From an optimization exercise on the open Yosys and OpenROAD flow, aimed at small area, a short achievable clock period and few clock cycles per item; shortcuts taken in it are not production practice.
Only simulation tests tie the RTL to the original design; equivalence was not proved.
No activity file was given, so power comes from the tool's default toggle rates.

Setup of fjord:
==> flow/design.v (excerpt) <==
module array_mul_top (
   input  logic        clk,
   input  logic        arst_n,
   input  logic        in_valid,
   input  logic        para_mode,
   input  logic [15:0] a,
   input  logic [15:0] b,
   output logic        out_valid,
   output logic [31:0] p
);
Size: roughly 0.010 mm² of cells after synthesis.
make LEC_CHECK=0 CAP_MARGIN=20 CORE_MARGIN=2 CORE_UTILIZATION=40 SETUP_SLACK_MARGIN=3.6 SLEW_MARGIN=20 SYNTH_HIERARCHICAL=1 SYNTH_MINIMUM_KEEP_SIZE=0 finish   # period 6.0 ns
run.sh (not shown) runs the stock make flow with config.mk's settings and CLKGATE_MAP_FILE= SYNTH_SCRIPT=/design/flow/synth_recipe.tcl, a recipe that flattens the netlist after the stock synthesis.
Testbench counts of fjord, summed over its fixed seeds: cycles 4,008, items 4,000.
--- input diff fjord..lagoon ---
# fjord
export LEC_CHECK = 0
export CAP_MARGIN = 20
export CORE_MARGIN = 2
export CORE_UTILIZATION = 40
export SETUP_SLACK_MARGIN = 3.6
export SLEW_MARGIN = 20
export SYNTH_HIERARCHICAL = 1
export SYNTH_MINIMUM_KEEP_SIZE = 0
create_clock -name core_clock -period 6.0 [get_ports {clk}]
# lagoon
export LEC_CHECK = 0
export CAP_MARGIN = 20
export CORE_MARGIN = 2
export CORE_UTILIZATION = 40
export SETUP_SLACK_MARGIN = 3.3
export SLEW_MARGIN = 20
export SYNTH_HIERARCHICAL = 1
export SYNTH_MINIMUM_KEEP_SIZE = 0
create_clock -name core_clock -period 6.0 [get_ports {clk}]
### Flow results
Measured against each other, fjord and lagoon differ in minimum setup slack in the final design, the higher figure coming from lagoon.
On required time of the critical path, fjord and lagoon are neck and neck.
Of fjord and lagoon, lagoon shows the lower static leakage, with fjord above it.
lagoon consumes less power than fjord does.
Cmp lagoon vs fjord: met3 wire length higher in lagoon
Re number of multi-input combinational cells: no difference whatsoever between fjord and lagoon.
Of fjord and lagoon, the lower delay of the slowest cell on the worst path belongs to fjord.
fjord → lagoon: final instance count without filler cells has decreased, wire length of the first global-routing pass has decreased, cell-internal power has decreased, flip-flop and latch share of the layout cell area has increased.
#### Input delta (tundra over lagoon)
# lagoon
export LEC_CHECK = 0
export CAP_MARGIN = 20
export CORE_MARGIN = 2
export CORE_UTILIZATION = 40
export SETUP_SLACK_MARGIN = 3.3
export SLEW_MARGIN = 20
export SYNTH_HIERARCHICAL = 1
export SYNTH_MINIMUM_KEEP_SIZE = 0
create_clock -name core_clock -period 6.0 [get_ports {clk}]
# tundra
export LEC_CHECK = 0
export CAP_MARGIN = 20
export CORE_MARGIN = 2
export CORE_UTILIZATION = 40
export SETUP_SLACK_MARGIN = 3.0
export SLEW_MARGIN = 20
export SYNTH_HIERARCHICAL = 1
export SYNTH_MINIMUM_KEEP_SIZE = 0
create_clock -name core_clock -period 6.0 [get_ports {clk}]
- Comparing lagoon and tundra, met1 usage in global routing is lower on tundra.
- tundra ended up with a lower total wire length after detailed routing than lagoon did.
- Wire length on met1 shrinks slightly when moving from lagoon to tundra.
- In tundra, multi-input gate share of total cell area is higher than in lagoon.
- On final area, tundra does better than lagoon.
- Summary of tundra over lagoon: number of sequential cells in the layout stayed essentially flat; post-layout total power down 3.8%; internal power component went down about 4%; final hold slack up 0.014 ns.
- Number of standard cells in the final layout excluding fillers, tundra vs lagoon: down by a few percent
- Of the two values seen for highest-delay cell along the critical path, dfxtp_4 was produced by tundra and fa_2 by lagoon.
- The lower utilization of the core after routing of lagoon and tundra is in tundra.
What nickel does differently from tundra at the input level:
# tundra
export LEC_CHECK = 0
export CAP_MARGIN = 20
export CORE_MARGIN = 2
export CORE_UTILIZATION = 40
export SETUP_SLACK_MARGIN = 3.0
export SLEW_MARGIN = 20
export SYNTH_HIERARCHICAL = 1
export SYNTH_MINIMUM_KEEP_SIZE = 0
create_clock -name core_clock -period 6.0 [get_ports {clk}]
# nickel
export LEC_CHECK = 0
export ABC_AREA = 1
export CAP_MARGIN = 20
export CORE_MARGIN = 2
export CORE_UTILIZATION = 40
export SETUP_SLACK_MARGIN = 3.0
export SLEW_MARGIN = 20
export SYNTH_HIERARCHICAL = 1
export SYNTH_MINIMUM_KEEP_SIZE = 0
create_clock -name core_clock -period 6.0 [get_ports {clk}]
Notes after the runs:
Iteration count of the initial detailed-routing pass for nickel is lower than for tundra.
nickel vs. tundra: synthesized area per cell went down by 0.73 µm²; utilization of the core after routing went down by 0.67 points; clock power went down by about 4%; area of the die went up by 2.9%.
Changes observed in nickel relative to tundra: total power per unit cell area now sits lower; final sequential cell count stayed essentially flat; power moved down.


array_mul_top, a different RTL version from the one above (not shown whole).
For scale: ~890 cells after synthesis, ~160 flip-flops, roughly 69 I/O pins.
Settings: LEC_CHECK=0, CAP_MARGIN=20, CORE_MARGIN=2, CORE_UTILIZATION=40, SETUP_SLACK_MARGIN=3.1, SLEW_MARGIN=20, SYNTH_HIERARCHICAL=1, SYNTH_MINIMUM_KEEP_SIZE=0; clock period 6.0 ns.
standard.sh (not shown) runs the stock make flow with config.mk's settings and CLKGATE_MAP_FILE= SYNTH_SCRIPT=/design/flow/synth_recipe.tcl, a recipe that flattens the netlist after the stock synthesis.
==> flow/flow/run.sh <==
#!/bin/bash
# Own layout flow: the standard flow (standard.sh, unchanged synthesis and steps), with the
# port buffers that global placement inserts made of sky130_fd_sc_hd__buf_2 instead of the
# cell buffer_ports picks by default. make's full output goes to orfs_make.log here; each
# ORFS step also keeps its own log under orfs/logs/.
set -euo pipefail
bash standard.sh "BUFFER_PORTS_ARGS=-buffer_cell sky130_fd_sc_hd__buf_2" finish > orfs_make.log 2>&1
Testbench counts at the start, summed over its fixed seeds: cycles 4,008, items 4,000.
Next try:
==> flow/run.sh (new file) <==
#!/bin/bash
# synth_recipe.tcl (not shown) runs the flow's synth.tcl, then flattens the netlist and writes it again
# the make line also repeats each setting of config.mk as NAME=value (left out here)
make -C /OpenROAD-flow-scripts/flow DESIGN_CONFIG=/design/flow/config.mk WORK_HOME=/design/flow/orfs CLKGATE_MAP_FILE= SYNTH_SCRIPT=/design/flow/synth_recipe.tcl finish
CORE_UTILIZATION = 60   (was 40)
PLACE_DENSITY = 0.8   (was unset)
SETUP_SLACK_MARGIN = 3.0   (was 3.1)
removed: flow/flow/run.sh
removed: flow/standard.sh
=> Die area goes down by about 33%; cell area goes down by about 3.2%; via count goes up by about 2.7%.
Next try:
CORE_UTILIZATION = 40   (was 60)
PLACE_DENSITY = unset   (was 0.8)
SETUP_SLACK_MARGIN = 2.7   (was 3.0)
Result:
- routed wire length decreases by 4.0%
- register-to-register slack is worse by 0.20 ns
- worst setup slack is worse by 0.17 ns
- synthesized area does not change
- sequential share of layout area increases by 0.79 points
- first-iteration DRC count decreases by 43%
- final area decreases by 3.0%
- total power decreases by 3.4%
- global-route usage decreases by 8.6 points
- cell count increases by 7.2%
- die area increases by 48%

==> what the ideal ports hide <==
How much do the figures lean on ideal ports? The routed layouts below were timed once more, with nothing changed but the port constraints.
Step 1, drivers: a clkbuf_16 drives clk and a buf_2 each remaining input, both assumed.
Step 2 also shifts input and output timing later by t, the mid clock arrival at the registers, as if the neighbouring blocks saw the same clock.
Three values: ideal, step 1, step 2; two values: the first two.
run	t, ns	setup WS [ns]	worst setup path after step 2	pins driven straight from the clock port
fjord	0.468	3.001 / 2.965 / 2.497	input to register	1
lagoon	0.480	3.023 / 2.953 / 2.473	input to register	1
tundra	0.478	2.965 / 2.919 / 2.546	input to register	1
nickel	0.480	2.980 / 2.979 / 2.499	input to register	1
the first run of note 2	0.482	3.032 / 2.990 / 2.534	input to register	1
the second run of note 2	0.470	2.923 / 2.878 / 2.499	input to register	1
the third run of note 2	0.476	2.756 / 2.783 / 2.308	input to register	1
After both steps every run listed still meets setup and hold. For lagoon, which loses most, drivers alone change the setup slack by -0.070 ns; drivers and shift together by -0.550 ns.
